Background: an optimization exercise with open tools, aiming at small area, a short achievable clock period and few clock cycles. Do not read the settings as production practice.
RTL that was checked went through simulation tests only; none was proved equivalent to the original.
Only the layout flow was run in runs 1 to 4; the RTL was not checked for function there.
Power and IR drop assume default switching activity.

==> flow/design.v, too long to show whole: its modules and the start of the top module <==
// module kenc: 29 lines
// module mac_pp_rows: 661 lines
// module mac_rows2: 102 lines
// module cnn_layer_top: 303 lines
module cnn_layer_top (
    input  wire                   CLK,
    input  wire                   reset_i,
    input  wire                   start_i,
    output logic                  done_o,
    output logic                  wb_cyc_o,
    output logic                  wb_stb_o,
    output logic                  wb_we_o,
    output cnn_pkg::addr_t        wb_adr_o,
    output cnn_pkg::pixel_t       wb_dat_o,
    input  wire cnn_pkg::pixel_t  wb_dat_i,
    input  wire                   wb_ack_i
);
  // ...
==> flow/flow/run.sh <==
#!/bin/bash
# Layout flow: the standard ORFS flow, with timing repair aimed at a
# setup slack of 7.0 ns (the clock period and constraints are unchanged).
set -euo pipefail
bash standard.sh SETUP_SLACK_MARGIN=7.0 finish > standard.log 2>&1
==> flow/standard.sh <==
#!/bin/bash
# synth_recipe.tcl (not shown) runs the flow's synth.tcl, then flattens the netlist and writes it again
# the make line also repeats each setting of config.mk as NAME=value (left out here)
make -C /OpenROAD-flow-scripts/flow DESIGN_CONFIG=/design/flow/config.mk WORK_HOME=/design/flow/orfs CLKGATE_MAP_FILE= SYNTH_SCRIPT=/design/flow/synth_recipe.tcl "${@:-finish}"
==> flow/config.mk <==
export PLATFORM = sky130hd
export DESIGN_NAME = cnn_layer_top
export DESIGN_NICKNAME = cnn_layer_top
export VERILOG_FILES = /design/flow/design.v
export SDC_FILE = /design/flow/constraint.sdc
export NUM_CORES = 4
export LEC_CHECK = 0
export CAP_MARGIN = 20
export CORE_MARGIN = 2
export CORE_UTILIZATION = 40
export SLEW_MARGIN = 20
==> flow/constraint.sdc <==
create_clock -name core_clock -period 11.0 [get_ports {CLK}]
set_input_delay 2.2000 -clock core_clock [delete_from_list [all_inputs] [get_ports {CLK}]]
set_output_delay 2.2000 -clock core_clock [all_outputs]
set_load 0.01 [all_outputs]
==> reports/qor.yml, run 1 <==
outcome: "no timing/DRC/antenna violations"
powerClk_mw: 2.75
layout_min_cycle_time_ps: 3930
seq_share: 0.531
hpwlAfterDp_um: 60100
wl_met2_um: 41400
die_x_um: 308
cp_top_family: "buffers and inverters"
preCtsSetupSlack_ps: 5820
crit_path_end_kind: "output pin"
top_power_group: "combinational cells"
hp-class: "reg2reg"
ff2ff_setup_slack_ps: 7110
multi_input_comb_cells: 1584
final_common_cell: "edfxtp_1"
synthesis.area_um2: 36900
post_cts_buffers: 5
yosys.area.top_type: "edfxtp_1"
leakage_nw: 14.8
grt_usage: 0.185
avgSynthCellArea_um2: 13.7
syn_to_final_growth_pct: 12.1
drc: 0
dominant_cells: "flip-flops and latches"
clk_path_buf_depth: 3
grt_pass1_vias: 21600
dpl_cell_area_um2: 38500
fin_setup_tns_ps: 0
setup.worst_path.class: "reg2out"
path_clk_slew_ps: 60
synth_xor_xnor_area_share: 0.0743
grt_first_pass_wirelength_um: 133000
met1_usage: 0.255
holdPathStages: 0
timing.fmax_mhz: 254
grt_util_met3: 0.0308
max_flop_register: "kq"
synth.most_common_cell: "edfxtp_1"
yosys_warnings: 20
finalPower_mw: 12.0
tightest_slew_ps: 1150
fin_crit_sh: 0.357
worstSkewPairLatency_ps: 660
powerSeq_mw: 4.06
clock_tree_area_fraction: 0.0644
==> inputs of run 2 (changes only) <==
==> flow/flow/run.sh (replaced) <==
#!/bin/bash
# Layout flow: the standard ORFS flow, with timing repair aimed at a
# setup slack of 7.4 ns (the clock period and constraints are unchanged).
set -euo pipefail
bash standard.sh SETUP_SLACK_MARGIN=7.4 finish > standard.log 2>&1
==> reports/qor.yml, run 2 <==
root_buffer: "clkbuf_16"  # unchanged
dieArea_um2: 94700  # unchanged
leakage_nw: 15.4  # was 14.8 nW
placed_cells: 3809  # was 3811
finClkSkew_ps: 44.2  # was 26.7 ps
numPortBuffers: 46  # unchanged
fin_setup_tns_ps: 0  # unchanged
grt_max_degree: 91  # was 75
setup.worst_path.class: "reg2reg"  # was reg2out
grt_first_pass_wirelength_um: 137000  # was 133000 um
dr_total_vias: 21700  # was 21200
ys_top_cells_by_count: "edfxtp_1 (612), a22oi_1 (227), dfxtp_1 (179)"  # unchanged
synth.most_common_cell: "edfxtp_1"  # unchanged
worstSkewPairLatency_ps: 670  # was 660 ps
hp-class: "reg2reg"  # unchanged
maxCapViolCount: 0  # unchanged
max_flop_register: "kq"  # unchanged
yosysTopAreaCellShare: 0.498  # unchanged
fin_crit_sh: 0.329  # was 0.357
gr-total-overflow: 0  # unchanged
synth_top_family_by_area: "adder cells"  # unchanged
syn_to_final_growth_pct: 15.1  # was 12.1%
wirelength_um: 90400  # was 87600 um
synth-simple-area-share: 0.0461  # unchanged
drv_slew: 0  # unchanged
critPathMaxFanout: 12  # was 8
numCtsBuffers: 82  # was 80
ys_types: 68  # unchanged
largestRegisters: "kq: 144 flops, f1_q: 128 flops, f2_q: 128 flops"  # unchanged
path_clk_slew_ps: 60  # about the same
grt_pass1_vias: 22200  # was 21600
hold_slack_ps: 356  # was 327 ps
setup_violations: 0  # unchanged
via_per_inst: 5.38  # was 5.34
rsz0062_at_grt: "yes"  # unchanged
synth-edff-count: 612  # unchanged
synthesis.area_um2: 36900  # unchanged
postSynthRegisterBits: 791  # unchanged
routabilityCongestion: 0.913  # was 0.904
finalPower_mw: 13.1  # was 12.0 mW
syn_inst: 2695  # unchanged
layout_min_cycle_time_ps: 3620  # was 3930 ps
slew_headroom: 0.229  # was 0.234
cp.required_ps: 11590  # was 8800 ps
drive_gt1_frac: 0.133  # was 0.0783
start_util: 0.403  # unchanged
grt_usage: 0.190  # was 0.185
ff2ff_setup_slack_ps: 7380  # was 7110 ps
htreeDepth: 3  # unchanged
start_kind: "flop"  # unchanged
synth_xor_xnor_area_share: 0.0743  # unchanged
hpwlAfterDp_um: 60200  # was 60100 um
clkPwrFrac: 0.217  # was 0.228
firstDrtPassIters: 6  # unchanged
fin_nets: 3056  # was 2995
synth_fa_ha_area_frac: 0.121  # unchanged
seq_power_share: 0.310  # was 0.337
first_iter_violations: 2116  # was 2034
stdcell_count: 4034  # was 3970
power_density_nw_per_um2: 308  # was 291 nW/um2
clock_sinks: 791  # unchanged
swShare: 0.388  # was 0.383
clk_path_buf_depth: 3  # unchanged
netlist_top_cells_area: "edfxtp_1 (50%), dfxtp_1 (9.7%), fa_1 (9.1%)"  # unchanged
async_reset_ff_frac: 0  # unchanged
power.switching_mw: 5.08  # was 4.61 mW
timing.fmax_mhz: 276  # was 254 MHz
yosys.area.top_type: "edfxtp_1"  # unchanged
synth_seq_area_share: 0.595  # unchanged
core_area_um2: 91500  # unchanged
synth_compound_area_frac: 0.0986  # unchanged
synth_ff_type: "edfxtp_1"  # unchanged
multi_input_comb_area_um2: 14100  # was 13800 um2
cts_tree: "built"  # unchanged
io_pins: 56  # unchanged
wl_per_cell_um: 22.4  # was 22.1 um
tightest_slew_ps: 1160  # was 1150 ps
finalHoldViolations: 0  # unchanged
final_common_cell: "edfxtp_1"  # unchanged
dpl_cell_area_um2: 38500  # about the same
preCtsSetupSlack_ps: 5830  # was 5820 ps
die_x_um: 308  # unchanged
layout_common_cells: "edfxtp_1 (612), a22oi_1 (206), inv_1 (169)"  # was edfxtp_1 (612), a22oi_1 (227), xnor2_1 (174)
antenna_found_initial: 5  # was 1
ir_worst_vdd_mv: 0.527  # was 0.644 mV
rows: 111  # unchanged
final_area_um2: 42500  # was 41400 um2
synth.area.mux_share: 0.0297  # unchanged
ant_nets: 0  # unchanged
die_height_um: 308  # unchanged
diodes: 0  # unchanged
p_comb_frac: 0.473  # was 0.434
internal_power_mw: 8.01  # was 7.42 mW
finalWorstSetupSlack_ps: 7380  # was 7070 ps
drc: 0  # unchanged
utilization: 0.464  # was 0.452
outcome: "no timing/DRC/antenna violations"  # unchanged
seq_area_um2: 22000  # about the same
yosys_warnings: 20  # unchanged
fillCellCount: 7925  # was 8014
largest_register_ffs: 144  # unchanged
avgSynthCellArea_um2: 13.7  # unchanged
worstPathArrival_ps: 4210  # was 1730 ps
crit_path_end_kind: "flop"  # was output pin
==> run 2: cell count changes in the layout (fill, tap and decap cells not counted), moves of 10 or more <==
cell / change
dfxtp_1: -22
xnor2_1: -10
a22oi_1: -21
dlygate4sd2_1: +20
dfxtp_4: +15
a22oi_2: +21
clkdlybuf4s50_1: -28
buf_4: +43
buf_6: +10
==> run 2: what timing repair did <==
item                                    CTS  global route
setup buffers                            52            19
endpoints found under the setup margin  223           119
pin swaps                                27            30
cloned                                    2             0
hold buffers                              0             0
resized for setup                       116            65
==> run 2: critical path, stage by stage (launching register included) <==
cell and delay (ps):
dfxtp_2 640, xor2_1 250, fa_2 520, fa_1 520
fa_1 520, inv_1 50, fa_1 480, fa_2 570
==> run 2: kinds of logic (layout without fill, tap and decap cells) <==
family	after synthesis	count (layout)
DFF	791	791
buffers and inverters	328	473
adders and majority gates	256	256
and+or+nand+nor	361	361
AOI/OAI and AO/OA	538	538
xor gates and xnor gates	313	313
muxes	107	107
other	1	9
==> run 2: routing by layer <==
layer  wire, um  track usage  share of wire  vias to the layer above
met5          0            0              0                        -
met4       2430       0.0580          0.027                        0
met3       6170       0.0383          0.068                      158
met2      42500        0.303           0.47                      754
met1      39300        0.263           0.44                    11000
li1           -            -              -                     9799
==> run 2: area by class of cell <==
cell class	instances	area share
Timing Repair Buffer	142	0.0319
Sequential cell	791	0.519
Inverter	179	0.0160
Tap cell	1186	0.0349
Clock inverter	38	0.0107
Clock buffer	114	0.0551
Multi-Input combinational cell	1584	0.333
==> run 2: path summary, 6_finish.rpt <==
kind,end,depth (start not counted),from
worst max-delay path,r1_q[56]$_DFF_P_,7,kn_q[1][2]$_DFF_P_
worst min-delay path,r1_q[1]$_DFF_P_,0,ad_q[0]$_DFF_P_
worst max register to register,r1_q[56]$_DFF_P_,7,kn_q[1][2]$_DFF_P_
worst min register to register,r1_q[1]$_DFF_P_,0,ad_q[0]$_DFF_P_
==> run 2: power groups by stage <==
stage / registers (mW) / clock network (mW) / logic (mW)
3_5_place_dp: 4.12 / 0 / 5.28
5_1_grt: 4.08 / 3.01 / 6.82
3_3_place_gp: 4.12 / 0 / 5.13
4_1_cts: 4.06 / 2.89 / 5.76
6_report: 4.06 / 2.84 / 6.20
2_1_floorplan: 4.00 / 0 / 3.34
==> inputs of run 3 (changes only) <==
==> flow/flow/run.sh (replaced) <==
#!/bin/bash
# Layout flow: the standard ORFS flow, with two changes that leave the
# clock period and constraints as they are: timing repair aims at a setup
# slack of 7.2 ns, and the port buffers are buf_4 cells.
set -euo pipefail
bash standard.sh SETUP_SLACK_MARGIN=7.2 "BUFFER_PORTS_ARGS=-buffer_cell sky130_fd_sc_hd__buf_4" finish > standard.log 2>&1
==> reports/qor.yml, run 3 <==
fin_setup_tns_ps: 0  # unchanged
setup.worst_path.class: "reg2reg"  # unchanged
outcome: "no timing/DRC/antenna violations"  # unchanged
largest_register_ffs: 144  # unchanged
rows: 111  # unchanged
power_density_nw_per_um2: 299  # was 308 nW/um2
rsz0062_at_grt: "yes"  # unchanged
grt_max_degree: 91  # unchanged
synthesis.area_um2: 36900  # unchanged
largestRegisters: "kq: 144 flops, f1_q: 128 flops, f2_q: 128 flops"  # unchanged
synth_seq_area_share: 0.595  # unchanged
via_per_inst: 5.36  # was 5.38
cp_top_family: "adder cells"  # unchanged
numPortBuffers: 46  # unchanged
wl_per_cell_um: 22.1  # was 22.4 um
fin_nets: 3030  # was 3056
crit_path_end_kind: "flop"  # unchanged
numCtsBuffers: 82  # unchanged
start_kind: "flop"  # unchanged
p_comb_frac: 0.453  # was 0.473
hp-start: "ad_q[1]$_DFF_P_"  # was ad_q[0]$_DFF_P_
layout_min_cycle_time_ps: 3730  # was 3620 ps
worstPathArrival_ps: 4250  # was 4210 ps
grt_usage: 0.186  # was 0.190
crit_buf_inv: 1  # unchanged
critPathMaxFanout: 6  # was 12
ant_nets: 0  # unchanged
syn_inst: 2695  # unchanged
finalPower_mw: 12.5  # was 13.1 mW
finalHoldViolations: 0  # unchanged
path_clk_slew_ps: 60  # about the same
tightest_slew_ps: 1040  # was 1160 ps
io_pins: 56  # unchanged
finClkSkew_ps: 30.1  # was 44.2 ps
netlist_top_cells_area: "edfxtp_1 (50%), dfxtp_1 (9.7%), fa_1 (9.1%)"  # unchanged
gr-total-overflow: 0  # unchanged
firstDrtPassIters: 5  # was 6
crit_chain: "a22oi_1, xor2_1, fa_2, fa_1, fa_1, inv_1, fa_1, fa_1"  # was xor2_1, fa_2, fa_1, fa_1, inv_1, fa_1, fa_2
seq_area_um2: 22000  # about the same
hpwlAfterDp_um: 61500  # was 60200 um
postSynthRegisterBits: 791  # unchanged
timing.fmax_mhz: 268  # was 276 MHz
synth_ff_type: "edfxtp_1"  # unchanged
seq_power_share: 0.325  # was 0.310
grt_first_pass_wirelength_um: 134000  # was 137000 um
cp_common_cell: "fa_1"  # unchanged
ys_types: 68  # unchanged
async_reset_ff_frac: 0  # unchanged
core_area_um2: 91500  # unchanged
stdcell_count: 4008  # was 4034
cpPeakStageDelay_ps: 530  # was 640 ps
max_flop_register: "kq"  # unchanged
antenna_found_initial: 2  # was 5
yosys.area.top_type: "edfxtp_1"  # unchanged
multi_input_comb_area_um2: 13900  # was 14100 um2
cp.required_ps: 11510  # was 11590 ps
internal_power_mw: 7.61  # was 8.01 mW
slew_headroom: 0.304  # was 0.229
die_height_um: 308  # unchanged
swShare: 0.390  # was 0.388
layout_common_cells: "edfxtp_1 (612), a22oi_1 (222), inv_1 (172)"  # was edfxtp_1 (612), a22oi_1 (206), inv_1 (169)
setup_violations: 0  # unchanged
r2r_start: "p2_q[7]$_DFFE_PP_"  # was kn_q[1][2]$_DFF_P_
maxCapViolCount: 0  # unchanged
die_x_um: 308  # unchanged
ys_top_cells_by_count: "edfxtp_1 (612), a22oi_1 (227), dfxtp_1 (179)"  # unchanged
first_iter_violations: 2360  # was 2116
synth-edff-count: 612  # unchanged
power.switching_mw: 4.86  # was 5.08 mW
clk_path_buf_depth: 3  # unchanged
yosys_warnings: 20  # unchanged
htreeDepth: 3  # unchanged
synth.most_common_cell: "edfxtp_1"  # unchanged
placed_cells: 3808  # was 3809
worstSkewPairLatency_ps: 650  # was 670 ps
clkPwrFrac: 0.222  # was 0.217
fillCellCount: 8068  # was 7925
startpoint: "p2_q[7]$_DFFE_PP_"  # was kn_q[1][2]$_DFF_P_
slowest_stage: "fa_1"  # was dfxtp_2
start_util: 0.403  # unchanged
drive_gt1_frac: 0.117  # was 0.133
grt_pass1_vias: 21700  # was 22200
cts_hold_buf: 0  # unchanged
wirelength_um: 88500  # was 90400 um
dieArea_um2: 94700  # unchanged
fin_crit_sh: 0.340  # was 0.329
yosysTopAreaCellShare: 0.498  # unchanged
hp-class: "reg2reg"  # unchanged
diodes: 0  # unchanged
cts_tree: "built"  # unchanged
clock_sinks: 791  # unchanged
leakage_nw: 15.1  # was 15.4 nW
dr_total_vias: 21500  # was 21700
routabilityCongestion: 0.908  # was 0.913
syn_to_final_growth_pct: 12.9  # was 15.1%
avgSynthCellArea_um2: 13.7  # unchanged
root_buffer: "clkbuf_16"  # unchanged
drc: 0  # unchanged
drv_slew: 0  # unchanged
final_common_cell: "edfxtp_1"  # unchanged
ir_worst_vdd_mv: 0.530  # was 0.527 mV
-- run 3: worst paths after layout --
check,slack (ps),end,cells after the start
worst min register to register,340,r1_q[4]$_DFF_P_,0
worst max-delay path,7270,r1_q[56]$_DFF_P_,8
worst max register to register,7270,r1_q[56]$_DFF_P_,8
worst min-delay path,340,r1_q[4]$_DFF_P_,0
-- run 3: area by class of cell --
cell class	instances	share of cell area
Clock buffer	105	0.0531
Clock inverter	47	0.0126
Inverter	179	0.0161
Multi-Input combinational cell	1584	0.333
Sequential cell	791	0.528
Tap cell	1186	0.0356
Timing Repair Buffer	116	0.0219
-- run 3: power groups by stage --
| stage | clock network (mW) | logic, mW | registers [mW] |
|---|---|---|---|
| 6_report | 2.77 | 5.65 | 4.06 |
| 3_3_place_gp | 0 | 5.16 | 4.11 |
| 2_1_floorplan | 0 | 3.34 | 4.00 |
| 4_1_cts | 2.84 | 5.45 | 4.06 |
| 5_1_grt | 2.95 | 6.23 | 4.08 |
| 3_5_place_dp | 0 | 5.31 | 4.12 |
-- run 3: timing repair --
item,CTS,global route
resized for setup,15,38
endpoints found under the setup margin,104,121
setup buffers,10,38
endpoints found under the hold margin,0,0
pin swaps,0,10
-- run 3: cell families (layout without fill, tap and decap cells) --
group | Yosys count | after routing | synth area share
XOR/XNOR | 313 | 313 | 0.0743
adder cells (fa/ha/maj) | 256 | 256 | 0.121
buffers and inverters | 328 | 447 | 0.0356
flip-flops | 791 | 791 | 0.595
AND/OR/NAND/NOR | 361 | 361 | 0.0461
multiplexers | 107 | 107 | 0.0297
AO/OA/AOI/OAI | 538 | 538 | 0.0986
other | 1 | 9 | 0.000102
-- run 3: per-stage QoR --
step                hold WS [ps]   util  area, um2  setup WS, ps
CTS                          339  0.450      41200          7160
finish                       337  0.455      41700          7270
global placement             325  0.419      38400          6460
floorplan                    310      -      37000          4650
global route                 342  0.455      41700          7190
detailed placement           320  0.419      38400          6360
-- run 3: layer usage --
layer	global-route usage	wire length (um)	vias up
met5	0	0	-
met4	0.0559	2210	0
met3	0.0334	5910	128
met2	0.287	40800	789
met1	0.269	39600	10800
li1	-	-	9740
-- run 3: worst reg2reg max path: stages, from the launching register on --
cell and delay (ps):
edfxtp_1 520, a22oi_1 290, xor2_1 230, fa_2 520, fa_1 520, fa_1 530, inv_1 50, fa_1 460
fa_1 490
==> inputs of run 4 (changes only) <==
==> flow/flow/run.sh (replaced) <==
#!/bin/bash
# Layout flow: the standard ORFS flow, with two changes that leave the
# clock period and constraints as they are: timing repair aims at a setup
# slack of 7.5 ns, and the port buffers are buf_4 cells.
set -euo pipefail
bash standard.sh SETUP_SLACK_MARGIN=7.5 "BUFFER_PORTS_ARGS=-buffer_cell sky130_fd_sc_hd__buf_4" finish > standard.log 2>&1
==> reports/qor.yml, run 4 <==
largestRegisters: "kq: 144 flops, f1_q: 128 flops, f2_q: 128 flops"  # unchanged
dr_total_vias: 21800  # was 21500
wirelength_um: 90300  # was 88500 um
layout_common_cells: "edfxtp_1 (612), a22oi_1 (200), xnor2_1 (166)"  # was edfxtp_1 (612), a22oi_1 (222), inv_1 (172)
antenna_found_initial: 2  # unchanged
fin_nets: 3060  # was 3030
path_clk_slew_ps: 60  # about the same
first_iter_violations: 2170  # was 2360
start_kind: "flop"  # unchanged
start_util: 0.403  # unchanged
synth_ff_type: "edfxtp_1"  # unchanged
syn_to_final_growth_pct: 15.2  # was 12.9%
syn_inst: 2695  # unchanged
max_flop_register: "kq"  # unchanged
ys_types: 68  # unchanged
root_buffer: "clkbuf_16"  # unchanged
layout_min_cycle_time_ps: 3640  # was 3730 ps
drv_slew: 0  # unchanged
synth_seq_area_share: 0.595  # unchanged
wl_per_cell_um: 22.4  # was 22.1 um
drc: 0  # unchanged
leakage_nw: 15.4  # was 15.1 nW
tightest_slew_ps: 1010  # was 1040 ps
clock_sinks: 791  # unchanged
cpPeakStageDelay_ps: 560  # was 530 ps
ir_worst_vdd_mv: 0.564  # was 0.530 mV
yosys_warnings: 20  # unchanged
avgSynthCellArea_um2: 13.7  # unchanged
synth.most_common_cell: "edfxtp_1"  # unchanged
rsz0062_at_grt: "yes"  # unchanged
crit_path_end_kind: "flop"  # unchanged
synthesis.area_um2: 36900  # unchanged
placed_cells: 3811  # was 3808
maxCapViolCount: 0  # unchanged
grt_first_pass_wirelength_um: 136000  # was 134000 um
hpwlAfterDp_um: 62600  # was 61500 um
dieArea_um2: 94700  # unchanged
drive_gt1_frac: 0.156  # was 0.117
ant_nets: 0  # unchanged
gr-total-overflow: 0  # unchanged
worstSkewPairLatency_ps: 650  # about the same
stdcell_count: 4040  # was 4008
setup_violations: 0  # unchanged
htreeDepth: 3  # unchanged
ys_top_cells_by_count: "edfxtp_1 (612), a22oi_1 (227), dfxtp_1 (179)"  # unchanged
routabilityCongestion: 0.907  # was 0.908
power_density_nw_per_um2: 313  # was 299 nW/um2
fin_setup_tns_ps: 0  # unchanged
hp-class: "reg2reg"  # unchanged
grt_usage: 0.190  # was 0.186
timing.fmax_mhz: 275  # was 268 MHz
diodes: 0  # unchanged
finalPower_mw: 13.3  # was 12.5 mW
yosysTopAreaCellShare: 0.498  # unchanged
io_pins: 56  # unchanged
numPortBuffers: 46  # unchanged
final_common_cell: "edfxtp_1"  # unchanged
setup.worst_path.class: "reg2reg"  # unchanged
critPathMaxFanout: 3  # was 6
core_area_um2: 91500  # unchanged
yosys.area.top_type: "edfxtp_1"  # unchanged
crit_buf_inv: 2  # was 1
via_per_inst: 5.39  # was 5.36
finClkSkew_ps: 25.5  # was 30.1 ps
cp.required_ps: 11510  # about the same
hold_slack_ps: 337  # about the same
largest_register_ffs: 144  # unchanged
worstPathArrival_ps: 4160  # was 4250 ps
clk_path_buf_depth: 3  # unchanged
outcome: "no timing/DRC/antenna violations"  # unchanged
netlist_top_cells_area: "edfxtp_1 (50%), dfxtp_1 (9.7%), fa_1 (9.1%)"  # unchanged
finalHoldViolations: 0  # unchanged
firstDrtPassIters: 5  # unchanged
fin_crit_sh: 0.331  # was 0.340
grt_pass1_vias: 22000  # was 21700
slew_headroom: 0.328  # was 0.304
die_height_um: 308  # unchanged
rows: 111  # unchanged
crit_chain: "buf_4, a22oi_2, xor2_1, fa_1, fa_1, fa_1, inv_2, fa_1, fa_1"  # was a22oi_1, xor2_1, fa_2, fa_1, fa_1, inv_1, fa_1, fa_1
grt_max_degree: 97  # was 91
postSynthRegisterBits: 791  # unchanged
fillCellCount: 7988  # was 8068
numCtsBuffers: 82  # unchanged
async_reset_ff_frac: 0  # unchanged
slowest_stage: "fa_1"  # unchanged
cp_top_family: "adder cells"  # unchanged
cts_tree: "built"  # unchanged
cp_common_cell: "fa_1"  # unchanged
synth-edff-count: 612  # unchanged
die_x_um: 308  # unchanged
[run 4: cell count changes in the layout (fill, tap and decap cells not counted), moves of 6 or more]
cell       change
a22oi_1       -22
a22oi_2       +22
buf_4         +21
buf_6          +6
bufinv_16      +7
clkinv_2       -9
dfxtp_1       -16
dfxtp_2        +6
dfxtp_4       +10
fa_1           -9
fa_2           +9
inv_1          -7
xor2_1         -6
[run 4: area by class of cell]
type / count / area [um2] / area share
repair buffers: 146 / 1220 / 0.0287
flip-flops and latches: 791 / 22000 / 0.518
well taps: 1186 / 1480 / 0.0349
inverters: 179 / 681 / 0.0160
clock inverters: 44 / 681 / 0.0160
clock buffers: 110 / 2220 / 0.0522
multi-input cells: 1584 / 14200 / 0.334
[run 4: through the flow]
step | cell area (um2) | worst slack (ps) | util
after floorplan | 37100 | 4650 | -
after global placement | 38400 | 6460 | 0.420
after detailed placement | 38400 | 6360 | 0.420
after CTS | 42100 | 7390 | 0.460
after global routing | 42500 | 7280 | 0.465
final | 42500 | 7360 | 0.465
[run 4: path summary, 6_finish.rpt]
path	start	endpoint	slack, ps	depth (start not counted)
setup / recovery	p2_q[8]$_DFFE_PP_	r1_q[56]$_DFF_P_	7360	9
hold reg to reg	ad_q[1]$_DFF_P_	r1_q[4]$_DFF_P_	340	0
setup reg to reg	p2_q[8]$_DFFE_PP_	r1_q[56]$_DFF_P_	7360	9
hold / removal	ad_q[1]$_DFF_P_	r1_q[4]$_DFF_P_	340	0
[run 4: report_power, final]
part	internal [mW]	leakage [nW]	switching [mW]
logic	2.64	6.93	3.69
registers	3.86	7.04	0.195
clock network	1.75	1.39	1.20
total	8.24	15.4	5.08
[run 4: cells by family after synthesis]
family                     Yosys count  share of synthesized area
AOI/OAI and AO/OA                  538                     0.0986
xor gates and xnor gates           313                     0.0743
DFF                                791                      0.595
muxes                              107                     0.0297
and+or+nand+nor                    361                     0.0461
buffers and inverters              328                     0.0356
adders and majority gates          256                      0.121
other                                1                   0.000102
[run 4: layer usage]
metal  GRT usage  share of wire
met4      0.0483          0.021
met2       0.293           0.46
met1       0.276           0.45
met3      0.0343          0.066
met5           0        0.00032
[run 4: timing repair]
action	4_1_cts	5_1_grt
pin swaps	26	56
endpoints found under the setup margin	151	133
setup buffers	58	16
gates cloned	0	0
resized for setup	88	70
hold buffers	0	0
==> module cnn_layer_top, before the edit <==
module cnn_layer_top (
    input  wire                   CLK,
    input  wire                   reset_i,
    input  wire                   start_i,
    output logic                  done_o,
    output logic                  wb_cyc_o,
    output logic                  wb_stb_o,
    output logic                  wb_we_o,
    output cnn_pkg::addr_t        wb_adr_o,
    output cnn_pkg::pixel_t       wb_dat_o,
    input  wire cnn_pkg::pixel_t  wb_dat_i,
    input  wire                   wb_ack_i
);
    typedef logic [15:0] w16_t;
    function automatic w16_t smax(input w16_t a, input w16_t b);
        smax = ($signed(a) > $signed(b)) ? a : b;
    endfunction
    function automatic w16_t add16(input w16_t a, input w16_t b);
        logic [15:0] g, p, gn, pn;
        g = a & b;
        p = a ^ b;
        for (int d = 1; d < 16; d = d * 2) begin
            gn = g;
            pn = p;
            for (int i = d; i < 16; i++) begin
                gn[i] = g[i] | (p[i] & g[i-d]);
                pn[i] = p[i] & p[i-d];
            end
            g = gn;
            p = pn;
        end
        add16 = (a ^ b) ^ {g[14:0], 1'b0};
    endfunction
    logic        busy_q;
    logic        done_q;
    logic        cyc_q;
    logic        we_q;
    logic [6:0]  adr_q;
    w16_t        dat_q;
    logic        kst_q;
    logic [3:0]  lr_q;
    logic [3:0]  lc_q;
    logic        rd_done_q;
    logic        cur_k_q;      
    logic        cur_st_q;     
    logic        cur_s3_q;     
    logic        cur_w_q;      
    logic [1:0]  cur_row_q;    
    logic        rd_ack_w;     
    w16_t        kq [0:8];
    w16_t        p0_q, p1_q, p2_q;
    logic [2:0]  seq_q;        
    logic [7:0]  ko_q [0:2], kw_q [0:2], kn_q [0:2];
    logic [63:0] r1_q;        
    logic [2:0]  a2_q;         
    w16_t        f1_q [0:7];
    w16_t        f2_q [0:7];
    w16_t        out_q;
    logic [2:0]  or_q, oc_q;   
    logic        ov_q, pv_q;
    w16_t        hm_q;
    w16_t        pm_q [0:3];
    logic [6:0]  pa_q;         
    logic [6:0]  pn_q;         
    logic [6:0]  ca_q, cn_q;   
    logic [6:0]  ra_q;         
    w16_t        ad_q;         
    logic        c_pend_q, p_pend_q;
    logic [4:0]  sh_q;
    logic free_w;
    logic launch_c, launch_p, launch_r, launch_any;
    logic rd_ok;
    logic [2:0] sh_cnt;
    assign free_w = !cyc_q || wb_ack_i;
    assign rd_ack_w = cyc_q && wb_ack_i && !we_q;
    w16_t pr_w;
    assign pr_w = smax(pm_q[0], hm_q);
    logic [2:0] or_n, oc_n;
    assign oc_n = oc_q + 3'd1;
    assign or_n = (oc_q == 3'd7) ? or_q + 3'd1 : or_q;
    always_comb begin
        sh_cnt = 3'(sh_q[0]) + 3'(sh_q[1]) + 3'(sh_q[2]);
    end
    logic c_now_w, p_now_w, c_avail_w, p_avail_w;
    assign c_now_w   = a2_q[2] && (or_n[2] || oc_n[2]);
    assign p_now_w   = pv_q && or_q[0];
    assign c_avail_w = c_pend_q || c_now_w;
    assign p_avail_w = p_pend_q || p_now_w;
    logic rd_base_w, nxt_s3_w, defer_w;
    assign rd_base_w = busy_q && !rd_done_q && !(cyc_q && cur_s3_q) && (sh_cnt <= 3'd1);
    assign nxt_s3_w  = !kst_q && (lc_q >= 4'd2) && (lr_q >= 4'd2);
    always_comb begin
        defer_w = 1'b0;
        if (rd_base_w && nxt_s3_w && !seq_q[2]) begin
            if (c_now_w && !c_pend_q && !p_avail_w)                  defer_w = 1'b1;
            if (c_pend_q && !c_now_w && !a2_q[2] && !p_avail_w)      defer_w = 1'b1;
            if (p_avail_w && !(p_pend_q && p_now_w) && !c_avail_w &&
                !a2_q[2] && !ov_q)                                   defer_w = 1'b1;
        end
    end
    assign rd_ok    = rd_base_w && ((!c_avail_w && !p_avail_w) || defer_w);
    assign launch_c = busy_q && c_avail_w && !defer_w;
    assign launch_p = busy_q && !c_avail_w && p_avail_w && !defer_w;
    assign launch_r = rd_ok;
    assign launch_any = launch_c || launch_p || launch_r;
    logic [6:0] nxt_adr_w;
    always_comb begin
        if (launch_c)      nxt_adr_w = c_pend_q ? ca_q : cn_q;
        else if (launch_p) nxt_adr_w = p_pend_q ? pa_q : pn_q;
        else               nxt_adr_w = ra_q;
    end
    logic h2_w, h1_w, h0_w;
    assign h2_w = seq_q[2];
    assign h1_w = seq_q[1] && !seq_q[2];
    assign h0_w = seq_q[0] && !seq_q[1];
    logic [2:0] seq_d;
    always_comb begin
        if (rd_ack_w && !cur_k_q && cur_st_q)
            seq_d = (cur_row_q == 2'd0) ? 3'b001 : (cur_row_q == 2'd1) ? 3'b011 : 3'b111;
        else
            seq_d = {1'b0, seq_q[2:1]};
    end
    w16_t kn_w [0:2];
    logic [7:0] ko_w [0:2], kw_w [0:2], kg_w [0:2];
    logic [2:0] ksel_w;
    always_comb begin
        if (seq_q[2:1] != 2'b00)
            ksel_w = {1'b0, seq_q[2:1]};
        else
            ksel_w = (cur_row_q == 2'd0) ? 3'b001 : (cur_row_q == 2'd1) ? 3'b011 : 3'b111;
        if (ksel_w[2]) begin
            kn_w[0] = kq[2]; kn_w[1] = kq[1]; kn_w[2] = kq[0];
        end else if (ksel_w[1]) begin
            kn_w[0] = kq[5]; kn_w[1] = kq[4]; kn_w[2] = kq[3];
        end else begin
            kn_w[0] = kq[8]; kn_w[1] = kq[7]; kn_w[2] = kq[6];
        end
    end
    kenc kenc0 (.k(kn_w[0]), .one(ko_w[0]), .two(kw_w[0]), .neg(kg_w[0]));
    kenc kenc1 (.k(kn_w[1]), .one(ko_w[1]), .two(kw_w[1]), .neg(kg_w[1]));
    kenc kenc2 (.k(kn_w[2]), .one(ko_w[2]), .two(kw_w[2]), .neg(kg_w[2]));
    logic [63:0] r1_w;
    mac_pp_rows mac_pp_rows_inst (
        .one0(ko_q[0]), .two0(kw_q[0]), .neg0(kn_q[0]),
        .one1(ko_q[1]), .two1(kw_q[1]), .neg1(kn_q[1]),
        .one2(ko_q[2]), .two2(kw_q[2]), .neg2(kn_q[2]),
        .p0(p2_q), .p1(p1_q), .p2(p0_q),
        .ad(ad_q),
        .rows(r1_w)
    );
    w16_t sum_w, sa_w, sb_w;
    always_comb begin
    end
    mac_rows2 mac_rows2_inst (
        .rows(r1_q),
        .sa(sa_w), .sb(sb_w)
    );
    assign sum_w = add16(sa_w, sb_w);
    logic fin_w;
    assign fin_w = busy_q && rd_done_q && cyc_q && we_q && wb_ack_i && !launch_any &&
                   (seq_q == 3'b000) && (a2_q == 3'b000) &&
                   !ov_q && !pv_q &&
                   !c_pend_q && !p_pend_q;
    always_ff @(posedge CLK) begin
        if (reset_i) begin
            busy_q    <= 1'b0;
            done_q    <= 1'b0;
            cyc_q     <= 1'b0;
            we_q      <= 1'b0;
            cur_s3_q  <= 1'b0;
            cur_w_q   <= 1'b0;
            seq_q     <= 3'b000;
            a2_q      <= 3'b000;
            ov_q      <= 1'b0;
            pv_q      <= 1'b0;
            c_pend_q  <= 1'b0;
            p_pend_q  <= 1'b0;
            sh_q      <= '0;
            rd_done_q <= 1'b0;
        end else begin
            done_q <= fin_w;
            if (fin_w) busy_q <= 1'b0;
            if (!busy_q && !done_q && start_i) begin
                busy_q    <= 1'b1;
                cyc_q     <= 1'b1;
                we_q      <= 1'b0;
                kst_q     <= 1'b1;
                lr_q      <= 4'd0;
                lc_q      <= 4'd1;
                rd_done_q <= 1'b0;
                cur_k_q   <= 1'b1;
                cur_st_q  <= 1'b0;
                cur_s3_q  <= 1'b0;
                cur_w_q   <= 1'b0;
                cur_row_q <= 2'd0;
                or_q      <= 3'd7;
                oc_q      <= 3'd7;
                cn_q      <= 7'(18);
                ra_q      <= 7'd1;
                sh_q      <= '0;
            end else if (busy_q) begin
                sh_q <= {sh_q[3:0], cyc_q && wb_ack_i && cur_w_q};
                if (free_w) begin
                    cyc_q <= launch_any;
                    we_q  <= launch_c || launch_p;
                    if (launch_r) begin
                        ra_q      <= (ra_q == 7'd8) ? 7'(18) : ra_q + 7'd1;
                        cur_k_q   <= kst_q;
                        cur_st_q  <= !kst_q && (lc_q >= 4'd2);
                        cur_s3_q  <= !kst_q && (lc_q >= 4'd2) && (lr_q >= 4'd2);
                        cur_w_q   <= !kst_q && (lc_q >= 4'd2) && (lr_q >= 4'd2) &&
                                     ((lr_q >= 4'd6) || (lc_q >= 4'd6) || (lr_q[0] && lc_q[0]));
                        cur_row_q <= (lr_q == 4'd0) ? 2'd0 : (lr_q == 4'd1) ? 2'd1 : 2'd2;
                        if (kst_q) begin
                            if (lc_q == 4'd8) begin
                                kst_q <= 1'b0;
                                lc_q  <= 4'd0;
                            end else begin
                                lc_q <= lc_q + 4'd1;
                            end
                        end else if (lc_q == 4'd9) begin
                            lc_q <= 4'd0;
                            lr_q <= lr_q + 4'd1;
                            if (lr_q == 4'd9) rd_done_q <= 1'b1;
                        end else begin
                            lc_q <= lc_q + 4'd1;
                        end
                    end else begin
                        cur_s3_q <= 1'b0;
                        cur_w_q  <= 1'b0;
                    end
                end
            end
            seq_q <= seq_d;
            a2_q  <= {h2_w, h1_w, h0_w};
            ov_q <= a2_q[2];
            if (a2_q[2]) begin
                or_q <= or_n;
                oc_q <= oc_n;
                ca_q <= cn_q;
                cn_q <= (oc_n == 3'd7) ? cn_q + 7'd3 : cn_q + 7'd1;
                pn_q <= 7'(18) + {1'b0, or_n[2:1], 3'b000} + {3'b000, or_n[2:1], 1'b0} + {5'b0, oc_n[2:1]};
            end
            if (free_w && launch_c) c_pend_q <= c_pend_q && c_now_w;
            else if (c_now_w)       c_pend_q <= 1'b1;
            pv_q <= ov_q && oc_q[0];
            if (free_w && launch_p) p_pend_q <= p_pend_q && p_now_w;
            else if (p_now_w)       p_pend_q <= 1'b1;
        end
    end
    always_ff @(posedge CLK) begin
        if (free_w && launch_any) begin
            adr_q <= nxt_adr_w;
            if (launch_c) dat_q <= c_pend_q ? out_q : sum_w;
            else          dat_q <= p_pend_q ? pm_q[3] : pr_w;
        end
        if (!busy_q && !done_q && start_i) begin
            adr_q <= 7'd0;
        end
        if (rd_ack_w) begin
            if (cur_k_q) begin
                kq[0] <= wb_dat_i;
                for (int i = 1; i < 9; i++) kq[i] <= kq[i-1];
            end else begin
                p0_q <= wb_dat_i;
                p1_q <= p0_q;
                p2_q <= p1_q;
            end
        end
        for (int j = 0; j < 3; j++) begin
            ko_q[j] <= ko_w[j];
            kw_q[j] <= kw_w[j];
            kn_q[j] <= kg_w[j];
        end
        r1_q <= r1_w;
        if (ksel_w[2])      ad_q <= f2_q[2'(a2_q[1]) + 2'(h1_w)];
        else if (ksel_w[1]) ad_q <= f1_q[2'(a2_q[0]) + 2'(h0_w)];
        else                ad_q <= '0;
        if (a2_q[2]) out_q <= sum_w;
        if (a2_q[1]) begin
            for (int i = 0; i < 7; i++) f2_q[i] <= f2_q[i+1];
            f2_q[7] <= sum_w;
        end
        if (a2_q[0]) begin
            for (int i = 0; i < 7; i++) f1_q[i] <= f1_q[i+1];
            f1_q[7] <= sum_w;
        end
        if (ov_q) hm_q <= oc_q[0] ? smax(hm_q, out_q) : out_q;
        if (pv_q) begin
            for (int i = 0; i < 3; i++) pm_q[i] <= pm_q[i+1];
            pm_q[3] <= or_q[0] ? pr_w : hm_q;
            if (or_q[0]) begin
                pa_q   <= pn_q;
            end
        end
    end
    assign done_o   = done_q;
    assign wb_cyc_o = cyc_q;
    assign wb_stb_o = cyc_q;
    assign wb_we_o  = we_q;
    assign wb_adr_o = {9'd0, adr_q};
    assign wb_dat_o = dat_q;
endmodule
==> inputs of run 5 (changes only) <==
--- a/flow/design.v
+++ b/flow/design.v
@@ -860,6 +860,7 @@
     logic        cur_w_q;      
     logic [1:0]  cur_row_q;    
     logic        rd_ack_w;     
+    logic        kv_q;         
     w16_t        kq [0:8];
     w16_t        p0_q, p1_q, p2_q;
     logic [2:0]  seq_q;        
@@ -1071,14 +1072,14 @@
             adr_q <= 7'd0;
         end
         if (rd_ack_w) begin
-            if (cur_k_q) begin
-                kq[0] <= wb_dat_i;
-                for (int i = 1; i < 9; i++) kq[i] <= kq[i-1];
-            end else begin
-                p0_q <= wb_dat_i;
-                p1_q <= p0_q;
-                p2_q <= p1_q;
-            end
+            p0_q <= wb_dat_i;
+            p1_q <= p0_q;
+            p2_q <= p1_q;
+        end
+        kv_q <= rd_ack_w && cur_k_q;
+        if (kv_q) begin
+            kq[0] <= p0_q;
+            for (int i = 1; i < 9; i++) kq[i] <= kq[i-1];
         end
         for (int j = 0; j < 3; j++) begin
             ko_q[j] <= ko_w[j];
==> flow/flow/run.sh (replaced) <==
#!/bin/bash
# Layout flow: the standard ORFS flow, with two changes that leave the
# clock period and constraints as they are: timing repair aims at a setup
# slack of 7.3 ns, and the port buffers are buf_4 cells.
set -euo pipefail
bash standard.sh SETUP_SLACK_MARGIN=7.3 "BUFFER_PORTS_ARGS=-buffer_cell sky130_fd_sc_hd__buf_4" finish > standard.log 2>&1
==> reports/qor.yml, run 5 <==
setup_violations: 0  # unchanged
grt_max_degree: 81  # was 97
io_pins: 56  # unchanged
drv_slew: 0  # unchanged
layout_common_cells: "edfxtp_1 (612), a22oi_1 (215), nand2_1 (174)"  # was edfxtp_1 (612), a22oi_1 (200), xnor2_1 (166)
crit_chain: "buf_6, a22oi_2, xor2_2, fa_2, fa_2, fa_1, inv_1, fa_1, fa_2"  # was buf_4, a22oi_2, xor2_1, fa_1, fa_1, fa_1, inv_2, fa_1, fa_1
largestRegisters: "kq: 144 flops, f1_q: 128 flops, f2_q: 128 flops"  # unchanged
setup.worst_path.class: "reg2reg"  # unchanged
preCtsSetupSlack_ps: 6890  # was 6360 ps
drive_gt1_frac: 0.139  # was 0.156
async_reset_ff_frac: 0  # unchanged
rows: 111  # unchanged
hp-class: "reg2reg"  # unchanged
synth_seq_area_share: 0.595  # about the same
rsz0062_at_grt: "yes"  # unchanged
power_density_nw_per_um2: 303  # was 313 nW/um2
tightest_slew_ps: 1060  # was 1010 ps
critPathMaxFanout: 4  # was 3
clk_path_buf_depth: 3  # unchanged
timing.fmax_mhz: 267  # was 275 MHz
cts_hold_buf: 0  # unchanged
crit_buf_inv: 2  # unchanged
wl_per_cell_um: 21.9  # was 22.4 um
avgSynthCellArea_um2: 13.6  # was 13.7 um2
antenna_found_initial: 2  # unchanged
synth.most_common_cell: "edfxtp_1"  # unchanged
stdcell_count: 4053  # was 4040
cp_top_family: "adder cells"  # unchanged
largest_register_ffs: 144  # unchanged
final_common_cell: "edfxtp_1"  # unchanged
outcome: "no timing/DRC/antenna violations"  # unchanged
holdPathStages: 0  # unchanged
placed_cells: 3826  # was 3811
fin_crit_sh: 0.340  # was 0.331
r2r_cells: 9  # unchanged
grt_pass1_vias: 21700  # was 22000
drc: 0  # unchanged
synthesis.area_um2: 37000  # was 36900 um2
wirelength_um: 88800  # was 90300 um
start_kind: "flop"  # unchanged
dieArea_um2: 94800  # was 94700 um2
via_per_inst: 5.33  # was 5.39
fin_nets: 3072  # was 3060
maxCapViolCount: 0  # unchanged
hold_slack_ps: 331  # was 337 ps
synth_ff_type: "edfxtp_1"  # unchanged
slew_headroom: 0.295  # was 0.328
synth-edff-count: 612  # unchanged
leakage_nw: 15.4  # about the same
die_x_um: 308  # about the same
die_height_um: 308  # about the same
dr_total_vias: 21600  # was 21800
grt_usage: 0.187  # was 0.190
finClkSkew_ps: 19.6  # was 25.5 ps
netlist_top_cells_area: "edfxtp_1 (50%), dfxtp_1 (9.8%), fa_1 (9.0%)"  # was edfxtp_1 (50%), dfxtp_1 (9.7%), fa_1 (9.1%)
cp.required_ps: 11590  # was 11510 ps
routabilityCongestion: 0.897  # was 0.907
htreeDepth: 3  # unchanged
finalPower_mw: 12.8  # was 13.3 mW
numPortBuffers: 46  # unchanged
worstSkewPairLatency_ps: 650  # about the same
ys_top_cells_by_count: "edfxtp_1 (612), a22oi_1 (231), dfxtp_1 (180)"  # was edfxtp_1 (612), a22oi_1 (227), dfxtp_1 (179)
root_buffer: "clkbuf_16"  # unchanged
firstDrtPassIters: 6  # was 5
final_area_um2: 42000  # was 42500 um2
fin_setup_tns_ps: 0  # unchanged
clock_sinks: 792  # was 791
hp-start: "ad_q[0]$_DFF_P_"  # was ad_q[1]$_DFF_P_
ys_types: 71  # was 68
r2r_start: "p2_q[3]$_DFFE_PP_"  # was p2_q[8]$_DFFE_PP_
cp_common_cell: "fa_2"  # was fa_1
ant_nets: 0  # unchanged
numCtsBuffers: 83  # was 82
yosys.area.top_type: "edfxtp_1"  # unchanged
slowest_stage: "fa_2"  # was fa_1
core_area_um2: 91700  # was 91500 um2
max_flop_register: "kq"  # unchanged
postSynthRegisterBits: 792  # was 791
worstPathArrival_ps: 4330  # was 4160 ps
ff2ff_setup_slack_ps: 7260  # was 7360 ps
gr-total-overflow: 0  # unchanged
yosysTopAreaCellShare: 0.497  # was 0.498
grt_first_pass_wirelength_um: 134000  # was 136000 um
first_iter_violations: 2310  # was 2170
path_clk_slew_ps: 60  # about the same
cts_tree: "built"  # unchanged
ir_worst_vdd_mv: 0.479  # was 0.564 mV
r2r_end: "r1_q[52]$_DFF_P_"  # was r1_q[56]$_DFF_P_
yosys_warnings: 20  # unchanged
finalWorstSetupSlack_ps: 7260  # was 7360 ps
layout_min_cycle_time_ps: 3740  # was 3640 ps
diodes: 0  # unchanged
start_util: 0.403  # about the same
utilization: 0.459  # was 0.465
dpl_cell_area_um2: 38400  # about the same
syn_inst: 2719  # was 2695
finalHoldViolations: 0  # unchanged
crit_path_end_kind: "flop"  # unchanged
syn_to_final_growth_pct: 13.7  # was 15.2%
hpwlAfterDp_um: 61800  # was 62600 um
cpPeakStageDelay_ps: 590  # was 560 ps
holdPathEnd: "r1_q[1]$_DFF_P_"  # was r1_q[4]$_DFF_P_
-- run 5: area by class of cell --
type                            instances  area [um2]
Clock inverter                         48         507
Multi-Input combinational cell       1604       14000
Fill cell                            8092       49600
Timing Repair Buffer                  142        1090
Tap cell                             1186        1480
Inverter                              173         649
Clock buffer                          108        2310
Sequential cell                       792       22000
-- run 5: worst register-to-register path: stages (launching register included) --
cell	delay, ps
edfxtp_1	500
buf_6	170
a22oi_2	210
xor2_2	200
fa_2	510
fa_2	590
fa_1	410
inv_1	80
fa_1	450
fa_2	570
-- run 5: power by group --
group | leakage, nW | total [mW] | switching [mW] | internal, mW
Sequential | 7.05 | 4.07 | 0.202 | 3.87
Combinational | 6.96 | 5.83 | 3.46 | 2.37
Clock | 1.38 | 2.85 | 1.20 | 1.65
Total | 15.4 | 12.8 | 4.87 | 7.89
-- run 5: layer usage --
metal | vias to the layer above | share of wire | track usage
met5 | - | 0 | 0
met4 | 0 | 0.022 | 0.0558
met3 | 129 | 0.059 | 0.0287
met2 | 671 | 0.47 | 0.293
met1 | 11000 | 0.45 | 0.268
li1 | 9829 | - | -
-- run 5: kinds of logic after synthesis --
family / Yosys count / share of synthesized area
adder cells (fa/ha/maj): 257 / 0.121
other: 1 / 0.000101
multiplexers: 95 / 0.0262
AO/OA/AOI/OAI: 531 / 0.0976
XOR/XNOR: 313 / 0.0742
flip-flops: 792 / 0.595
buffers and inverters: 331 / 0.0359
AND/OR/NAND/NOR: 399 / 0.0504
-- run 5: how the worst max path moves through the flow --
stage | startpoint | end | cells past startpoint
final | p2_q[3]$_DFFE_PP_ | r1_q[52]$_DFF_P_ | 9
after global routing | r1_q[4]$_DFF_P_ | dat_q[14]$_DFFE_PP_ | 13
after CTS | r1_q[4]$_DFF_P_ | dat_q[14]$_DFFE_PP_ | 13
after detailed placement | wb_ack_i | lc_q[1]$_SDFFCE_PP0P_ | 6
after global placement | wb_ack_i | lc_q[2]$_SDFFCE_PP0P_ | 6
after floorplan | kn_q[0][0]$_DFF_P_ | r1_q[52]$_DFF_P_ | 10
-- run 5: repair_timing --
action | in CTS | in global routing
hold endpoints to repair | 0 | 0
setup buffers | 26 | 45
pin swaps | 5 | 26
setup endpoints to repair | 25 | 60
resized for setup | 24 | 56
Testbench counts of run 5, summed over its fixed seeds: cycles 11,904.
==> inputs of run 6 (changes only) <==
--- a/flow/config.mk
+++ b/flow/config.mk
@@ -8,4 +8,6 @@
 export CAP_MARGIN = 20
 export CORE_MARGIN = 2
 export CORE_UTILIZATION = 40
+export CTS_CLUSTER_DIAMETER = 80
+export CTS_CLUSTER_SIZE = 30
 export SLEW_MARGIN = 20
==> reports/qor.yml, run 6 <==
final_common_cell: "edfxtp_1"  # unchanged
cts_hold_buf: 0  # unchanged
syn_inst: 2719  # unchanged
hp-class: "reg2reg"  # unchanged
wirelength_um: 87700  # was 88800 um
diodes: 0  # unchanged
cts_tree: "built"  # unchanged
finalPower_mw: 11.7  # was 12.8 mW
synth_seq_area_share: 0.595  # unchanged
synthesis.area_um2: 37000  # unchanged
ant_nets: 0  # unchanged
routabilityCongestion: 0.897  # unchanged
yosysTopAreaCellShare: 0.497  # unchanged
firstDrtPassIters: 5  # was 6
postSynthRegisterBits: 792  # unchanged
finClkSkew_ps: 41.3  # was 19.6 ps
stdcell_count: 3973  # was 4053
drc: 0  # unchanged
tightest_slew_ps: 1050  # was 1060 ps
leakage_nw: 14.7  # was 15.4 nW
yosys.area.top_type: "edfxtp_1"  # unchanged
grt_usage: 0.183  # was 0.187
drv_slew: 0  # unchanged
synth-edff-count: 612  # unchanged
cp.required_ps: 11490  # was 11590 ps
die_x_um: 308  # unchanged
outcome: "no timing/DRC/antenna violations"  # unchanged
start_kind: "flop"  # unchanged
fin_nets: 3033  # was 3072
setup_violations: 0  # unchanged
preCtsSetupSlack_ps: 6890  # unchanged
ys_top_cells_by_count: "edfxtp_1 (612), a22oi_1 (231), dfxtp_1 (180)"  # unchanged
hpwlAfterDp_um: 61800  # unchanged
largest_register_ffs: 144  # unchanged
core_area_um2: 91700  # unchanged
fin_setup_tns_ps: 0  # unchanged
wl_met3_um: 5590  # was 5230 um
grt_pass1_vias: 21100  # was 21700
via_per_inst: 5.35  # was 5.33
htreeDepth: 2  # was 3
layout_common_cells: "edfxtp_1 (612), a22oi_1 (216), nand2_1 (174)"  # was edfxtp_1 (612), a22oi_1 (215), nand2_1 (174)
setup.worst_path.class: "reg2reg"  # unchanged
gr-total-overflow: 0  # unchanged
power_density_nw_per_um2: 289  # was 303 nW/um2
grt_first_pass_wirelength_um: 132000  # was 134000 um
path_clk_slew_ps: 110  # was 60 ps
synth_ff_type: "edfxtp_1"  # unchanged
timing.fmax_mhz: 268  # was 267 MHz
rows: 111  # unchanged
avgSynthCellArea_um2: 13.6  # unchanged
first_iter_violations: 2102  # was 2310
wl_met2_um: 40200  # was 41400 um
root_buffer: "clkbuf_16"  # unchanged
layout_min_cycle_time_ps: 3740  # about the same
ys_types: 71  # unchanged
netlist_top_cells_area: "edfxtp_1 (50%), dfxtp_1 (9.8%), fa_1 (9.0%)"  # unchanged
placed_cells: 3826  # unchanged
crit_path_end_kind: "flop"  # unchanged
wl_met1_um: 39500  # was 40200 um
dpl_cell_area_um2: 38400  # unchanged
grt_max_degree: 81  # unchanged
finalHoldViolations: 0  # unchanged
async_reset_ff_frac: 0  # unchanged
start_util: 0.403  # unchanged
ir_worst_vdd_mv: 0.514  # was 0.479 mV
maxUsedRoutingLayer: "met4"  # unchanged
wl_per_cell_um: 22.1  # was 21.9 um
clock_sinks: 792  # unchanged
numPortBuffers: 46  # unchanged
critPathMaxFanout: 4  # unchanged
final_area_um2: 40600  # was 42000 um2
fin_crit_sh: 0.340  # about the same
worstSkewPairLatency_ps: 630  # was 650 ps
max_flop_register: "kq"  # unchanged
die_height_um: 308  # unchanged
dr_total_vias: 21300  # was 21600
antenna_found_initial: 1  # was 2
io_pins: 56  # unchanged
numCtsBuffers: 38  # was 83
maxCapViolCount: 0  # unchanged
worstPathArrival_ps: 4220  # was 4330 ps
finalWorstSetupSlack_ps: 7260  # about the same
largestRegisters: "kq: 144 flops, f1_q: 128 flops, f2_q: 128 flops"  # unchanged
drive_gt1_frac: 0.119  # was 0.139
clk_path_buf_depth: 3  # unchanged
dieArea_um2: 94800  # unchanged
synth.most_common_cell: "edfxtp_1"  # unchanged
yosys_warnings: 20  # unchanged
syn_to_final_growth_pct: 9.85  # was 13.7%
slew_headroom: 0.300  # was 0.295
rsz0062_at_grt: "yes"  # unchanged
## run 6: cell counts after synthesis
No cell type changed its count.
## run 6: cells by family after synthesis
| family | count (synthesis) | share of synthesized area |
|---|---|---|
| buffers and inverters | 331 | 0.0359 |
| and+or+nand+nor | 399 | 0.0504 |
| xor gates and xnor gates | 313 | 0.0742 |
| other | 1 | 0.000101 |
| DFF | 792 | 0.595 |
| adders and majority gates | 257 | 0.121 |
| AOI/OAI and AO/OA | 531 | 0.0976 |
| muxes | 95 | 0.0262 |
## run 6: area by class of cell
type                            count  area, um2
Fill cell                        8218      51100
Sequential cell                   792      22000
Multi-Input combinational cell   1604      13900
Tap cell                         1186       1480
Timing Repair Buffer              148       1140
Clock buffer                       50       1050
Inverter                          173        649
Clock inverter                     20        290
## run 6: final timing paths
check,depth (start not counted),from,slack [ps],end
hold reg to reg,0,ad_q[0]$_DFF_P_,330,r1_q[1]$_DFF_P_
setup reg to reg,8,p2_q[6]$_DFFE_PP_,7260,r1_q[52]$_DFF_P_
setup / recovery,8,p2_q[6]$_DFFE_PP_,7260,r1_q[52]$_DFF_P_
hold / removal,0,ad_q[0]$_DFF_P_,330,r1_q[1]$_DFF_P_
## run 6: where the power goes
| group | internal, mW | switching (mW) | leakage, nW |
|---|---|---|---|
| Combinational | 2.45 | 3.46 | 6.99 |
| Clock | 0.753 | 1.01 | 0.647 |
| Sequential | 3.86 | 0.202 | 7.05 |
## run 6: routing by layer
layer,GRT usage,vias to the layer above
met2,0.284,630
met1,0.261,10800
met5,0,-
met3,0.0373,123
met4,0.0530,0
li1,-,9705
## run 6: timing repair
item,4_1_cts,5_1_grt
pin swaps,9,19
gates cloned,0,0
gates resized for setup,24,53
endpoints found under the setup margin,20,59
setup buffers,27,50
## run 6: through the flow
step,utilization,hold slack [ps]
final,0.443,332
after global routing,0.443,349
after global placement,0.419,326
after CTS,0.436,338
after detailed placement,0.419,316
after floorplan,-,310
## run 6: critical path, cell delays in order (launching register included)
cell	delay (ps)
edfxtp_1	580
a22oi_2	240
xor2_1	230
fa_2	500
fa_1	510
fa_2	530
inv_1	50
fa_1	470
fa_1	490
==> inputs of run 7 (changes only) <==
--- a/flow/config.mk
+++ b/flow/config.mk
@@ -7,7 +7,7 @@
 export LEC_CHECK = 0
 export CAP_MARGIN = 20
 export CORE_MARGIN = 2
-export CORE_UTILIZATION = 40
-export CTS_CLUSTER_DIAMETER = 80
-export CTS_CLUSTER_SIZE = 30
+export CORE_UTILIZATION = 55
+export CTS_CLUSTER_DIAMETER = 120
+export CTS_CLUSTER_SIZE = 25
 export SLEW_MARGIN = 20
==> reports/qor.yml, run 7 <==
power_density_nw_per_um2: 289  # about the same
ir_worst_vdd_mv: 0.516  # was 0.514 mV
start_kind: "flop"  # unchanged
fin_setup_tns_ps: 0  # unchanged
setup_violations: 0  # unchanged
synthesis.area_um2: 37000  # unchanged
worstPathArrival_ps: 4210  # was 4220 ps
yosys.area.top_type: "edfxtp_1"  # unchanged
largest_register_ffs: 144  # unchanged
die_height_um: 263  # was 308 um
setup.worst_path.class: "reg2reg"  # unchanged
wl_per_cell_um: 24.4  # was 22.1 um
hp-class: "reg2reg"  # unchanged
avgSynthCellArea_um2: 13.6  # unchanged
fin_nets: 3023  # was 3033
ant_nets: 0  # unchanged
cp.required_ps: 11480  # was 11490 ps
maxCapViolCount: 0  # unchanged
wirelength_um: 89200  # was 87700 um
synth.most_common_cell: "edfxtp_1"  # unchanged
clk_path_buf_depth: 3  # unchanged
final_common_cell: "edfxtp_1"  # unchanged
ys_types: 71  # unchanged
yosysTopAreaCellShare: 0.497  # unchanged
rows: 95  # was 111
routabilityCongestion: 0.952  # was 0.897
cts_hold_buf: 0  # unchanged
outcome: "no timing/DRC/antenna violations"  # unchanged
fin_crit_sh: 0.339  # was 0.340
dpl_cell_area_um2: 38000  # was 38400 um2
multi_input_comb_area_um2: 13900  # about the same
cts_tree: "built"  # unchanged
postSynthRegisterBits: 792  # unchanged
fillCellCount: 5323  # was 8218
finalHoldViolations: 0  # unchanged
diodes: 0  # unchanged
dieArea_um2: 69300  # was 94800 um2
htreeDepth: 2  # unchanged
synth_ff_type: "edfxtp_1"  # unchanged
drive_gt1_frac: 0.104  # was 0.119
finClkSkew_ps: 30.8  # was 41.3 ps
clock_sinks: 792  # unchanged
die_x_um: 263  # was 308 um
path_clk_slew_ps: 120  # was 110 ps
antenna_found_initial: 0  # was 1
via_per_inst: 5.85  # was 5.35
netlist_top_cells_area: "edfxtp_1 (50%), dfxtp_1 (9.8%), fa_1 (9.0%)"  # unchanged
syn_to_final_growth_pct: 7.81  # was 9.85%
largestRegisters: "kq: 144 flops, f1_q: 128 flops, f2_q: 128 flops"  # unchanged
dr_total_vias: 21300  # about the same
timing.fmax_mhz: 268  # about the same
utilization: 0.596  # was 0.443
rsz0062_at_grt: "yes"  # unchanged
tightest_slew_ps: 1120  # was 1050 ps
gr-total-overflow: 0  # unchanged
core_area_um2: 66800  # was 91700 um2
syn_inst: 2719  # unchanged
layout_common_cells: "edfxtp_1 (612), a22oi_1 (221), nand2_1 (173)"  # was edfxtp_1 (612), a22oi_1 (216), nand2_1 (174)
crit_path_end_kind: "flop"  # unchanged
async_reset_ff_frac: 0  # unchanged
io_pins: 56  # unchanged
slew_headroom: 0.254  # was 0.300
ys_top_cells_by_count: "edfxtp_1 (612), a22oi_1 (231), dfxtp_1 (180)"  # unchanged
max_flop_register: "kq"  # unchanged
start_util: 0.553  # was 0.403
drc: 0  # unchanged
leakage_nw: 14.5  # was 14.7 nW
synth-edff-count: 612  # unchanged
hpwlAfterDp_um: 63200  # was 61800 um
final_area_um2: 39800  # was 40600 um2
grt_first_pass_wirelength_um: 134000  # was 132000 um
drv_slew: 0  # unchanged
critPathMaxFanout: 4  # unchanged
grt_usage: 0.257  # was 0.183
seq_area_um2: 22000  # about the same
firstDrtPassIters: 6  # was 5
numCtsBuffers: 37  # was 38
grt_pass1_vias: 21400  # was 21100
numPortBuffers: 46  # unchanged
grt_max_degree: 88  # was 81
layout_min_cycle_time_ps: 3730  # was 3740 ps
first_iter_violations: 2223  # was 2102
worstSkewPairLatency_ps: 620  # was 630 ps
yosys_warnings: 20  # unchanged
synth_seq_area_share: 0.595  # unchanged
root_buffer: "clkbuf_16"  # unchanged
run 7: cell counts after synthesis:
Identical to the previous run, type by type.
run 7: kinds of logic after synthesis:
family / Yosys count / synth area share
DFF: 792 / 0.595
adders and majority gates: 257 / 0.121
and+or+nand+nor: 399 / 0.0504
xor gates and xnor gates: 313 / 0.0742
buffers and inverters: 331 / 0.0359
muxes: 95 / 0.0262
other: 1 / 0.000101
AOI/OAI and AO/OA: 531 / 0.0976
run 7: final timing paths:
| kind | from | to | slack [ps] | cells past startpoint |
|---|---|---|---|---|
| worst max-delay path | p2_q[6]$_DFFE_PP_ | r1_q[56]$_DFF_P_ | 7270 | 9 |
| worst min-delay path | ad_q[1]$_DFF_P_ | r1_q[4]$_DFF_P_ | 340 | 0 |
| worst max register to register | p2_q[6]$_DFFE_PP_ | r1_q[56]$_DFF_P_ | 7270 | 9 |
| worst min register to register | ad_q[1]$_DFF_P_ | r1_q[4]$_DFF_P_ | 340 | 0 |
run 7: per-stage QoR:
step / hold slack [ps] / std cells / power [mW] / worst slack, ps
detailed placement: 312 / 3515 / 9.50 / 6920
global placement: 320 / 3515 / 9.34 / 6990
floorplan: 310 / 2727 / 7.41 / 7310
finish: 342 / 3649 / 11.5 / 7270
global route: 356 / 3649 / 12.3 / 7170
CTS: 351 / 3626 / 11.5 / 7200
run 7: worst max-delay path, cell delays in order (launching register included):
cell	delay, ps
edfxtp_1	540
buf_6	190
a22oi_2	180
xor2_1	220
fa_1	470
fa_1	510
fa_1	510
inv_1	60
fa_1	520
fa_1	400
run 7: final cells by class:
class / instances / share of cell area
well taps: 873 / 0.0274
clock inverters: 5 / 0.00160
clock buffers: 63 / 0.0257
flip-flops and latches: 792 / 0.553
inverters: 173 / 0.0163
multi-input cells: 1604 / 0.349
repair buffers: 139 / 0.0273
run 7: per-layer routing:
metal | share of wire | vias up | GRT usage | wire (um)
met4 | 0.019 | 0 | 0.0527 | 1740
met5 | 0 | - | 0 | 0
met1 | 0.46 | 10800 | 0.397 | 41400
met2 | 0.44 | 738 | 0.381 | 39400
met3 | 0.074 | 133 | 0.0487 | 6600
li1 | - | 9684 | - | -
run 7: report_power, final:
group	leakage [nW]	internal (mW)	switching (mW)
clock network	0.523	0.666	0.917
registers	7.04	3.86	0.194
logic	6.92	2.40	3.50
run 7: timing repair:
| action | CTS | global route |
|---|---|---|
| setup buffers | 43 | 22 |
| gates resized for setup | 29 | 36 |
| pin swaps | 13 | 27 |
| setup endpoints to repair | 36 | 61 |
==> inputs of run 8 (changes only) <==
--- a/flow/config.mk
+++ b/flow/config.mk
@@ -7,7 +7,7 @@
 export LEC_CHECK = 0
 export CAP_MARGIN = 20
 export CORE_MARGIN = 2
-export CORE_UTILIZATION = 55
+export CORE_UTILIZATION = 40
 export CTS_CLUSTER_DIAMETER = 120
 export CTS_CLUSTER_SIZE = 25
 export SLEW_MARGIN = 20
==> reports/qor.yml, run 8 <==
wl_per_cell_um: 22.1  # was 24.4 um
start_util: 0.403  # was 0.553
firstDrtPassIters: 5  # was 6
yosysTopAreaCellShare: 0.497  # unchanged
die_x_um: 308  # was 263 um
hp-start: "ad_q[0]$_DFF_P_"  # was ad_q[1]$_DFF_P_
holdPathEnd: "r1_q[1]$_DFF_P_"  # was r1_q[4]$_DFF_P_
synth.area.mux_share: 0.0262  # unchanged
yosys_warnings: 20  # unchanged
final_common_cell: "edfxtp_1"  # unchanged
avgSynthCellArea_um2: 13.6  # unchanged
r2r_start: "p2_q[7]$_DFFE_PP_"  # was p2_q[6]$_DFFE_PP_
die_height_um: 308  # was 263 um
synth_top_family_by_area: "adder cells"  # unchanged
fin_nets: 3025  # was 3023
power_density_nw_per_um2: 287  # was 289 nW/um2
grt_first_pass_wirelength_um: 132000  # was 134000 um
postSynthRegisterBits: 792  # unchanged
grt_max_degree: 81  # was 88
numCtsBuffers: 38  # was 37
clock_sinks: 792  # unchanged
worstPathArrival_ps: 4180  # was 4210 ps
routabilityCongestion: 0.897  # was 0.952
hp-class: "reg2reg"  # unchanged
tightest_slew_ps: 1040  # was 1120 ps
synth.most_common_cell: "edfxtp_1"  # unchanged
gr-total-overflow: 0  # unchanged
ir_worst_vdd_mv: 0.470  # was 0.516 mV
outcome: "no timing/DRC/antenna violations"  # unchanged
finClkSkew_ps: 24.3  # was 30.8 ps
first_iter_violations: 2166  # was 2223
fin_crit_sh: 0.336  # was 0.339
synth_seq_area_share: 0.595  # unchanged
slew_headroom: 0.302  # was 0.254
async_reset_ff_frac: 0  # unchanged
setup.worst_path.class: "reg2reg"  # unchanged
holdPathStages: 0  # unchanged
grt_usage: 0.184  # was 0.257
diodes: 0  # unchanged
leakage_nw: 14.5  # about the same
critPathMaxFanout: 6  # was 4
dieArea_um2: 94800  # was 69300 um2
synth_fa_ha_area_frac: 0.121  # unchanged
root_buffer: "clkbuf_16"  # unchanged
synth-simple-area-share: 0.0504  # unchanged
finalHoldViolations: 0  # unchanged
r2r_cells: 8  # was 9
ff2ff_setup_slack_ps: 7300  # was 7270 ps
via_per_inst: 5.34  # was 5.85
placed_cells: 3826  # was 3515
io_pins: 56  # unchanged
max_flop_register: "kq"  # unchanged
antenna_found_initial: 2  # was 0
wirelength_um: 87800  # was 89200 um
crit_path_end_kind: "flop"  # unchanged
core_area_um2: 91700  # was 66800 um2
timing.fmax_mhz: 271  # was 268 MHz
fin_setup_tns_ps: 0  # unchanged
netlist_top_cells_area: "edfxtp_1 (50%), dfxtp_1 (9.8%), fa_1 (9.0%)"  # unchanged
ys_top_cells_by_count: "edfxtp_1 (612), a22oi_1 (231), dfxtp_1 (180)"  # unchanged
largestRegisters: "kq: 144 flops, f1_q: 128 flops, f2_q: 128 flops"  # unchanged
synth_xor_xnor_area_share: 0.0742  # unchanged
stdcell_count: 3965  # was 3649
drive_gt1_frac: 0.104  # about the same
path_clk_slew_ps: 110  # was 120 ps
largest_register_ffs: 144  # unchanged
final_area_um2: 40200  # was 39800 um2
ant_nets: 0  # unchanged
syn_inst: 2719  # unchanged
cp.required_ps: 11480  # about the same
setup_violations: 0  # unchanged
## run 8: per-stage QoR
step                      total power, mW  setup WS [ps]
after detailed placement             9.57           6890
final                                11.6           7300
after CTS                            11.4           7290
after global placement               9.46           7020
after floorplan                      7.41           7310
after global routing                 12.3           7210
## run 8: critical path, cell delays in order (launching register included)
cell	delay [ps]
edfxtp_1	560
a22oi_1	270
xor2_1	200
fa_1	490
fa_1	520
fa_1	520
inv_1	50
fa_1	470
fa_1	490
## run 8: logic make-up (layout without fill, tap and decap cells)
| group | Yosys count | count (layout) |
|---|---|---|
| xor+xnor | 313 | 313 |
| mux | 95 | 95 |
| other cells | 1 | 9 |
| compound gates | 531 | 531 |
| simple gates | 399 | 399 |
| fa+ha+maj | 257 | 257 |
| buf+inv | 331 | 383 |
| flops | 792 | 792 |
## run 8: worst max path at each step
stage                       startpoint                    end  slack, ps  cells past startpoint
floorplan           kn_q[0][0]$_DFF_P_       r1_q[52]$_DFF_P_       7310                     10
global placement              wb_ack_i  lc_q[2]$_SDFFCE_PP0P_       7020                      6
detailed placement            wb_ack_i  lc_q[1]$_SDFFCE_PP0P_       6890                      6
CTS                    r1_q[5]$_DFF_P_    dat_q[14]$_DFFE_PP_       7290                     13
global route         p2_q[3]$_DFFE_PP_       r1_q[56]$_DFF_P_       7210                      8
finish               p2_q[7]$_DFFE_PP_       r1_q[56]$_DFF_P_       7300                      8
## run 8: layer usage
metal	routed length (um)	track usage	up-vias
met3	5060	0.0308	106
li1	-	-	9694
met1	40100	0.266	10800
met4	2120	0.0493	0
met2	40500	0.286	588
met5	0	0	-
## run 8: area by class of cell
type / count / area [um2]
inverter: 173 / 649
timing repair buffer: 140 / 1080
sequential: 792 / 22000
multi-input combinational: 1604 / 13800
fill: 8253 / 51400
clock buffer: 64 / 1050
clock inverter: 6 / 100
tap: 1186 / 1480
## run 8: where the power goes
group          switching, mW  internal [mW]  leakage [nW]
logic                   3.46           2.40          6.93
clock network          0.960          0.679         0.543
registers              0.201           3.86          7.04
total                   4.62           6.95          14.5
## run 8: timing repair
action,in CTS,in global routing
resized for setup,28,28
buffers inserted,31,38
pin swaps,10,13
endpoints found under the setup margin,25,59

Setup slack of run 8, layout unchanged: 7.304 ns with ideal ports, 7.304 ns with driving cells assumed (clock clkbuf_16, inputs buf_2), 6.847 ns with port delays also shifted by the 0.671 ns mid clock arrival.
